Source: an optimization exercise on an open RTL-to-GDS flow (aim: small area, a short achievable clock period and few clock cycles per item). Production flows keep margins and buffers that such runs may drop.
At most, simulation tests tie the RTL to the original design; equivalence was not proved.

## vedic_mult_pipe
module vedic_mult_pipe #(
    parameter int WIDTH = 32
) (
    input  logic              clk,
    input  logic              rst_n,
    input  logic              in_valid,
    output logic              in_ready,
    input  logic [WIDTH-1:0]  in_a,
    input  logic [WIDTH-1:0]  in_b,
    input  logic              in_signed,
    output logic              out_valid,
    input  logic              out_ready,
    output logic [2*WIDTH-1:0] out_p,
    output logic              busy
);
==> flow/config.mk <==
export PLATFORM = sky130hd
export DESIGN_NAME = vedic_mult_pipe
export DESIGN_NICKNAME = vedic_mult_pipe
export VERILOG_FILES = /design/flow/design.v
export SDC_FILE = /design/flow/constraint.sdc
export NUM_CORES = 4
export LEC_CHECK = 0
export CAP_MARGIN = 20
export CORE_MARGIN = 2
export CORE_UTILIZATION = 45
export PLACE_DENSITY = 0.6
export SLEW_MARGIN = 20
export SYNTH_HIERARCHICAL = 1
export TNS_END_PERCENT = 0
==> flow/constraint.sdc <==
create_clock -name core_clock -period 11.0 [get_ports {clk}]
set_input_delay 2.2000 -clock core_clock [delete_from_list [all_inputs] [get_ports {clk}]]
set_output_delay 2.2000 -clock core_clock [all_outputs]
set_load 0.01 [all_outputs]
standard.sh (not shown) runs the stock make flow with config.mk's settings and CLKGATE_MAP_FILE= SYNTH_SCRIPT=/design/flow/synth_recipe.tcl, a recipe that flattens the netlist after the stock synthesis.
==> flow/flow/run.sh <==
#!/bin/bash
# The standard layout (standard.sh), with two changes to how it is made:
# ports are buffered with buf_2, and ORFS's repair_timing aims for setup slack
# well above zero (it repairs against the 11 ns clock the SDC gives).
export BUFFER_PORTS_ARGS="-buffer_cell sky130_fd_sc_hd__buf_2"
export SETUP_SLACK_MARGIN=7.4
bash standard.sh > standard.log 2>&1
Edit:
==> flow/run.sh (new file) <==
#!/bin/bash
# synth_recipe.tcl (not shown) runs the flow's synth.tcl, then flattens the netlist and writes it again
# the make line also repeats each setting of config.mk as NAME=value (left out here)
make -C /OpenROAD-flow-scripts/flow DESIGN_CONFIG=/design/flow/config.mk WORK_HOME=/design/flow/orfs CLKGATE_MAP_FILE= SYNTH_SCRIPT=/design/flow/synth_recipe.tcl finish
Settings changed: TNS_END_PERCENT 0 to unset.
removed: flow/flow/run.sh
removed: flow/standard.sh
Routed wire length goes down by 5.9%.
Maximum frequency went down by 7.2%.
Sequential cell count does not change.
Register-to-register slack loses 300 ps.
Setup slack loses 300 ps.
Design area fell by 4.3%.
Count of clock-buffer cells in the layout went up by 9.
Function was not checked in any run of this note: the RTL went through the layout flow alone.

* * *

Another version of the RTL of vedic_mult_pipe (not shown whole).
For scale: ~2900 cells after synthesis, ~380 flip-flops, ~34000 um^2 of cells after synthesis.
Settings: LEC_CHECK=0, CAP_MARGIN=20, CORE_MARGIN=2, CORE_UTILIZATION=60, CTS_BUF_LIST=sky130_fd_sc_hd__clkbuf_8, PLACE_DENSITY=0.75, SLEW_MARGIN=20, SYNTH_HIERARCHICAL=1, TNS_END_PERCENT=0; clock period 11.0 ns.
==> flow/flow/run.sh <==
#!/bin/bash
# The standard layout (standard.sh), with two changes to how it is made:
# ports are buffered with buf_1, and ORFS's repair_timing aims for setup slack
# above zero (it repairs against the 11 ns clock the SDC gives).
export BUFFER_PORTS_ARGS="-buffer_cell sky130_fd_sc_hd__buf_1"
export SETUP_SLACK_MARGIN=7.35
bash standard.sh > standard.log 2>&1
Testbench counts at the start, summed over its fixed seeds: cycles 16,024, items 16,000.
Next try:
==> flow/run.sh (new file) <==
#!/bin/bash
# synth_recipe.tcl (not shown) runs the flow's synth.tcl, then flattens the netlist and writes it again
# the make line also repeats each setting of config.mk as NAME=value (left out here)
make -C /OpenROAD-flow-scripts/flow DESIGN_CONFIG=/design/flow/config.mk WORK_HOME=/design/flow/orfs CLKGATE_MAP_FILE= SYNTH_SCRIPT=/design/flow/synth_recipe.tcl finish
Settings changed: CORE_UTILIZATION 60 to 45, CTS_BUF_LIST sky130_fd_sc_hd__clkbuf_8 to default, PLACE_DENSITY 0.75 to 0.6, TNS_END_PERCENT 0 to default.
removed: flow/flow/run.sh
removed: flow/standard.sh
What happened: Cell area came out higher by 3.3%; global-route usage went down by 8.5 points; core utilization fell by 15 points; synthesized cell count stays the same; setup slack gets worse by 0.17 ns; final cell count came out higher by 4.6%.
Next try:
==> flow/flow/run.sh (new file) <==
#!/bin/bash
# The standard layout (standard.sh), with two changes to how it is made:
# ports are buffered with buf_1, and ORFS's repair_timing aims for setup slack
# above zero (it repairs against the 11 ns clock the SDC gives).
export BUFFER_PORTS_ARGS="-buffer_cell sky130_fd_sc_hd__buf_1"
export SETUP_SLACK_MARGIN=7.9
bash standard.sh > standard.log 2>&1
==> flow/standard.sh (new file) <==
#!/bin/bash
# synth_recipe.tcl (not shown) runs the flow's synth.tcl, then flattens the netlist and writes it again
# the make line also repeats each setting of config.mk as NAME=value (left out here)
make -C /OpenROAD-flow-scripts/flow DESIGN_CONFIG=/design/flow/config.mk WORK_HOME=/design/flow/orfs CLKGATE_MAP_FILE= SYNTH_SCRIPT=/design/flow/synth_recipe.tcl "${@:-finish}"
Settings changed: CORE_UTILIZATION 45 to 60, CTS_BUF_LIST from default to sky130_fd_sc_hd__clkbuf_8, CTS_CLUSTER_SIZE from default to 20, PLACE_DENSITY 0.6 to 0.75, TNS_END_PERCENT from default to 0.
removed: flow/run.sh
What happened:
- clock skew is higher by 0.037 ns
- core utilization is higher by 19 points
- global-route usage is higher by 8.7 points
- via count is higher by about 4%
Next try:
--- a/flow/flow/run.sh
+++ b/flow/flow/run.sh
@@ -4,4 +4,4 @@
 # above zero (it repairs against the 11 ns clock the SDC gives).
 export BUFFER_PORTS_ARGS="-buffer_cell sky130_fd_sc_hd__buf_1"
-export SETUP_SLACK_MARGIN=7.9
+export SETUP_SLACK_MARGIN=7.6
 bash standard.sh > standard.log 2>&1
What happened: Setup slack is unchanged. Fmax is unchanged. Design area stays the same. Critical path depth does not change. Clock-buffer cell count stays the same. Synthesized cell count stays the same.

* * *

Starting RTL as in the previous note.
// vedic_mult_pipe
module vedic_mult_pipe #(
    parameter int WIDTH = 32
) (
    input  logic              clk,
    input  logic              rst_n,
    input  logic              in_valid,
    output logic              in_ready,
    input  logic [WIDTH-1:0]  in_a,
    input  logic [WIDTH-1:0]  in_b,
    input  logic              in_signed,
    output logic              out_valid,
    input  logic              out_ready,
    output logic [2*WIDTH-1:0] out_p,
    output logic              busy
);
clock: 11.0 ns
lec_check: 0
cap_margin: 20
core_margin: 2
core_utilization: 60
cts_buf_list: sky130_fd_sc_hd__clkbuf_8
place_density: 0.75
slew_margin: 20
synth_hierarchical: 1
==> flow/flow/run.sh <==
#!/bin/bash
# The standard layout (standard.sh); the only change is that ports are
# buffered with buf_1 instead of the buffer buffer_ports picks by default.
export BUFFER_PORTS_ARGS="-buffer_cell sky130_fd_sc_hd__buf_1"
bash standard.sh > standard.log 2>&1
The baseline completed with no timing, DRC or antenna violations.
Testbench counts at the start, summed over its fixed seeds: cycles 16,024, items 16,000.
Change:
- CORE_UTILIZATION: 60 -> 45
- PLACE_DENSITY: 0.75 -> 0.6
Critical path depth stays the same.
Flip-flop and latch count is unchanged.
Register-to-register slack gets worse by 0.13 ns.
Synthesized cell count does not change.
Core utilization drops by 17 points.
Non-clock buffer count is unchanged.
Maximum frequency drops by about 3.4%.
Worst setup slack gets worse by 0.13 ns.
Via count goes down by 2.4%.
Change:
==> flow/flow/run.sh (replaced) <==
#!/bin/bash
# The standard layout (standard.sh), with two changes to how it is made:
# ports are buffered with buf_1, and ORFS's repair_timing aims for setup slack
# above zero (it repairs against the 11 ns clock the SDC gives).
export BUFFER_PORTS_ARGS="-buffer_cell sky130_fd_sc_hd__buf_1"
export SETUP_SLACK_MARGIN=7.5
bash standard.sh > standard.log 2>&1
- CORE_UTILIZATION: 45 -> 60
- PLACE_DENSITY: 0.6 -> 0.75
- TNS_END_PERCENT: unset -> 0
- The new run passed the timing, DRC and antenna checks
- hold slack gets better by 0.0037 ns
- wire length drops by a few percent
- cell area increases slightly
Change:
==> flow/run.sh (new file) <==
#!/bin/bash
# synth_recipe.tcl (not shown) runs the flow's synth.tcl, then flattens the netlist and writes it again
# the make line also repeats each setting of config.mk as NAME=value (left out here)
make -C /OpenROAD-flow-scripts/flow DESIGN_CONFIG=/design/flow/config.mk WORK_HOME=/design/flow/orfs CLKGATE_MAP_FILE= SYNTH_SCRIPT=/design/flow/synth_recipe.tcl finish
- TNS_END_PERCENT: 0 -> unset
removed: flow/flow/run.sh
removed: flow/standard.sh
Cell area went down by about 0.34%. Die area stays the same. Area after synthesis does not change. Worst setup slack gets worse by 0.37 ns. Non-clock buffer count is lower by 11.
Change:
==> flow/flow/run.sh (new file) <==
#!/bin/bash
# The standard layout (standard.sh); the only change is that ports are
# buffered with buf_1 instead of the buffer buffer_ports picks by default.
export BUFFER_PORTS_ARGS="-buffer_cell sky130_fd_sc_hd__buf_1"
bash standard.sh > standard.log 2>&1
==> flow/standard.sh (new file) <==
#!/bin/bash
# synth_recipe.tcl (not shown) runs the flow's synth.tcl, then flattens the netlist and writes it again
# the make line also repeats each setting of config.mk as NAME=value (left out here)
make -C /OpenROAD-flow-scripts/flow DESIGN_CONFIG=/design/flow/config.mk WORK_HOME=/design/flow/orfs CLKGATE_MAP_FILE= SYNTH_SCRIPT=/design/flow/synth_recipe.tcl "${@:-finish}"
- GPL_TIMING_DRIVEN: unset -> 1
removed: flow/run.sh
Result: Cell area drops by about 2.2%; count of clock-buffer cells in the layout climbs by 1; non-clock buffer count does not change; die area stays the same.
Change:
- CTS_BUF_LIST: sky130_fd_sc_hd__clkbuf_8 -> sky130_fd_sc_hd__clkbuf_16
- CTS_CLUSTER_DIAMETER: unset -> 80
- CTS_CLUSTER_SIZE: unset -> 40
- GPL_TIMING_DRIVEN: 1 -> unset
=> The changed run passed the timing, DRC and antenna checks. Non-clock buffer count is unchanged. Fmax hardly moves. Cell area falls slightly. Routed wire length fell slightly. Hold slack improves by 0.014 ns. Setup slack is worse by 0.0089 ns. Core utilization came out lower by 0.68 points.

* * *

vedic_mult_pipe, a different RTL version from the one above (not shown whole).
Size in the first run: ~2,900 cells after synthesis, roughly 380 flip-flops, roughly 140 I/O pins, roughly 0.034 mm² of cells after synthesis.
Settings: LEC_CHECK=0, CAP_MARGIN=20, CORE_MARGIN=2, CORE_UTILIZATION=60, CTS_BUF_LIST=sky130_fd_sc_hd__clkbuf_8, PLACE_DENSITY=0.75, SLEW_MARGIN=20, SYNTH_HIERARCHICAL=1, TNS_END_PERCENT=0; clock period 11.0 ns.
==> flow/flow/run.sh <==
#!/bin/bash
# The standard layout (standard.sh), with three changes to how it is made:
# ports are buffered with buf_1, ORFS's repair_timing aims for setup slack
# above zero (it repairs against the 11 ns clock the SDC gives), and its
# resizing may change a cell's footprint (the platform default restricts it).
export BUFFER_PORTS_ARGS="-buffer_cell sky130_fd_sc_hd__buf_1"
export SETUP_SLACK_MARGIN=7.7
bash standard.sh MATCH_CELL_FOOTPRINT=0 finish > standard.log 2>&1
Testbench counts at the start, summed over its fixed seeds: cycles 16,024, items 16,000.
Edit:
==> flow/flow/run.sh (replaced) <==
#!/bin/bash
# The standard layout (standard.sh), with two changes to how it is made:
# ports are buffered with buf_1, and ORFS's repair_timing aims for setup slack
# above zero (it repairs against the 11 ns clock the SDC gives).
export BUFFER_PORTS_ARGS="-buffer_cell sky130_fd_sc_hd__buf_1"
export SETUP_SLACK_MARGIN=7.5
bash standard.sh > standard.log 2>&1
- CTS_BUF_LIST: sky130_fd_sc_hd__clkbuf_8 -> sky130_fd_sc_hd__clkbuf_4
Effect: Die area does not change; worst hold slack improves by 0.0049 ns; design area fell by a few percent.
Edit:
- CORE_UTILIZATION: 60 -> 65
- CTS_BUF_LIST: sky130_fd_sc_hd__clkbuf_4 -> sky130_fd_sc_hd__clkbuf_8
- PLACE_DENSITY: 0.75 -> 0.85
Outcome: Utilization rose by 4.9 points; first-iteration DRC count rose by 6.9%; cell area fell by 0.49%; wire length fell by 2.2%; maximum frequency rose by 0.94%; die area fell by 7.6%; via count is about the same.
Edit:
- CORE_UTILIZATION: 65 -> 60
- CTS_BUF_LIST: sky130_fd_sc_hd__clkbuf_8 -> sky130_fd_sc_hd__clkbuf_4 sky130_fd_sc_hd__clkbuf_8
- PLACE_DENSITY: 0.85 -> 0.75
- register-to-register slack is better by 0.11 ns
- design area rose by about 1.6%
- clock-buffer cell count rose by 19
- worst setup slack gets better by 0.11 ns
- fmax goes up by 2.9%
- wire length came out higher by 2.0%
- non-clock buffer count grows by 1
- die area came out higher by about 8%
Edit:
==> flow/flow/run.sh (replaced) <==
#!/bin/bash
# The standard layout (standard.sh), with three changes to how it is made:
# ports are buffered with buf_1, ORFS's repair_timing aims for setup slack
# above zero (it repairs against the 11 ns clock the SDC gives), and its
# resizing may change a cell's footprint (the platform default restricts it).
export BUFFER_PORTS_ARGS="-buffer_cell sky130_fd_sc_hd__buf_1"
export SETUP_SLACK_MARGIN=7.5
bash standard.sh MATCH_CELL_FOOTPRINT=0 finish > standard.log 2>&1
- CTS_BUF_LIST: sky130_fd_sc_hd__clkbuf_4 sky130_fd_sc_hd__clkbuf_8 -> sky130_fd_sc_hd__clkbuf_8
Routed wire length barely changes.
Worst setup slack barely changes.
Synthesized cell count stays the same.
Register-to-register slack hardly moves.
Final cell count hardly moves.
Via count decreases by 0.43%.
Die area does not change.
Critical path depth does not change.
Sequential cell count is unchanged.

* * *

job 1562:
vedic_mult_pipe, a different RTL version from the one above (not shown whole).
For scale: about 2700 cells after synthesis, ~360 flip-flops, ~140 I/O pins, about 34000 um2 of cells after synthesis.
// vedic_mult_pipe
module vedic_mult_pipe #(
    parameter int WIDTH = 32
) (
    input  logic              clk,
    input  logic              rst_n,
    input  logic              in_valid,
    output logic              in_ready,
    input  logic [WIDTH-1:0]  in_a,
    input  logic [WIDTH-1:0]  in_b,
    input  logic              in_signed,
    output logic              out_valid,
    input  logic              out_ready,
    output logic [2*WIDTH-1:0] out_p,
    output logic              busy
);
clock: 11.0 ns
lec_check: 0
cap_margin: 20
core_margin: 2
core_utilization: 45
place_density: 0.6
slew_margin: 20
synth_hierarchical: 1
==> flow/flow/run.sh <==
#!/bin/bash
# The standard layout (standard.sh), with two changes to how it is made:
# ports are buffered with buf_2, and ORFS's repair_timing aims for setup slack
# well above zero (it repairs against the 11 ns clock the SDC gives).
export BUFFER_PORTS_ARGS="-buffer_cell sky130_fd_sc_hd__buf_2"
export SETUP_SLACK_MARGIN=7.4
bash standard.sh > standard.log 2>&1
Testbench counts of job 1562, summed over its fixed seeds: cycles 16,024, items 16,000.
Setup changes, job 1562 to job 4699
- changing CORE_UTILIZATION from 45 to 65
- changing PLACE_DENSITY from 0.6 to 0.85
- setting CTS_BUF_LIST to sky130_fd_sc_hd__clkbuf_8 for the first time
==> flow/run.sh (new file) <==
#!/bin/bash
# synth_recipe.tcl (not shown) runs the flow's synth.tcl, then flattens the netlist and writes it again
# the make line also repeats each setting of config.mk as NAME=value (left out here)
make -C /OpenROAD-flow-scripts/flow DESIGN_CONFIG=/design/flow/config.mk WORK_HOME=/design/flow/orfs CLKGATE_MAP_FILE= SYNTH_SCRIPT=/design/flow/synth_recipe.tcl finish
removed: flow/flow/run.sh
removed: flow/standard.sh
## What came out
Job 4699 reports a higher global routing usage on met1 than job 1562 does. The area of the multi-input gates in job 4699 sits 6.4% below the value recorded for job 1562. Register-to-register slack (higher): job 1562. Job 4699 against job 1562: share of the core filled with cells picked up an extra 19 points, global-route usage increased by 13 points relative to the old numbers, cell count lower, final critical-path required period now sits higher. Job 4699 against job 1562; global-route wire length before repair is down by a few percent.

## separate check: timing with driven ports
No port has a modelled driver above. Below, the same layouts with a new extraction and two added sets of constraints.
Step 1: set_driving_cell puts a clkbuf_16 on clk and a buf_2 on each other input, an assumption about the parent block.
Step 2 moves the port delays by t, midway between the first and last clock arrival at a register: inputs arrive t later, outputs are due t later. That takes back most of the time a late clock gives input paths.
Slacks: ideal ports / drivers / drivers and shift; pairs: ideal ports / drivers.
run | t, ns | slack for setup (ns) | clock arrival spread, ns | cell pins on the clock port's net
the first run of note 1 | 0.661 | 7.141 / 7.141 / 7.141 | 0.043 / 0.043 | 1
the second run of note 1 | 0.647 | 6.843 / 6.843 / 6.843 | 0.033 / 0.034 | 1
the first run of note 2 | 0.728 | 7.315 / 7.315 / 7.315 | 0.048 / 0.049 | 1
the second run of note 2 | 0.663 | 7.140 / 7.140 / 7.062 | 0.013 / 0.013 | 1
the third run of note 2 | 0.742 | 7.472 / 7.472 / 7.472 | 0.049 / 0.049 | 1
the fourth run of note 2 | 0.742 | 7.472 / 7.472 / 7.472 | 0.049 / 0.049 | 1
the first run of note 3 | 0.740 | 7.188 / 7.188 / 7.188 | 0.057 / 0.057 | 1
the second run of note 3 | 0.748 | 7.055 / 7.055 / 7.055 | 0.062 / 0.061 | 1
the third run of note 3 | 0.729 | 7.462 / 7.462 / 7.462 | 0.050 / 0.050 | 1
the fourth run of note 3 | 0.711 | 7.092 / 7.092 / 7.092 | 0.069 / 0.069 | 1
the fifth run of note 3 | 0.740 | 7.188 / 7.188 / 7.188 | 0.057 / 0.057 | 1
the sixth run of note 3 | 0.667 | 7.179 / 7.179 / 7.179 | 0.032 / 0.032 | 1
the first run of note 4 | 0.724 | 7.405 / 7.405 / 7.405 | 0.046 / 0.046 | 1
the second run of note 4 | 0.916 | 7.231 / 7.231 / 7.231 | 0.062 / 0.062 | 1
the third run of note 4 | 0.714 | 7.266 / 7.266 / 7.266 | 0.039 / 0.040 | 1
the fourth run of note 4 | 0.712 | 7.371 / 7.371 / 7.371 | 0.045 / 0.045 | 1
the fifth run of note 4 | 0.726 | 7.370 / 7.370 / 7.370 | 0.046 / 0.046 | 1
job 1562 | 0.655 | 7.198 / 7.198 / 7.198 | 0.029 / 0.029 | 1
job 4699 | 0.715 | 6.829 / 6.829 / 6.829 | 0.037 / 0.038 | 1
After both steps every run listed still meets setup and hold. For the second run of note 2, which loses most, drivers alone change the setup slack by 0.000 ns; drivers and shift together by -0.078 ns.
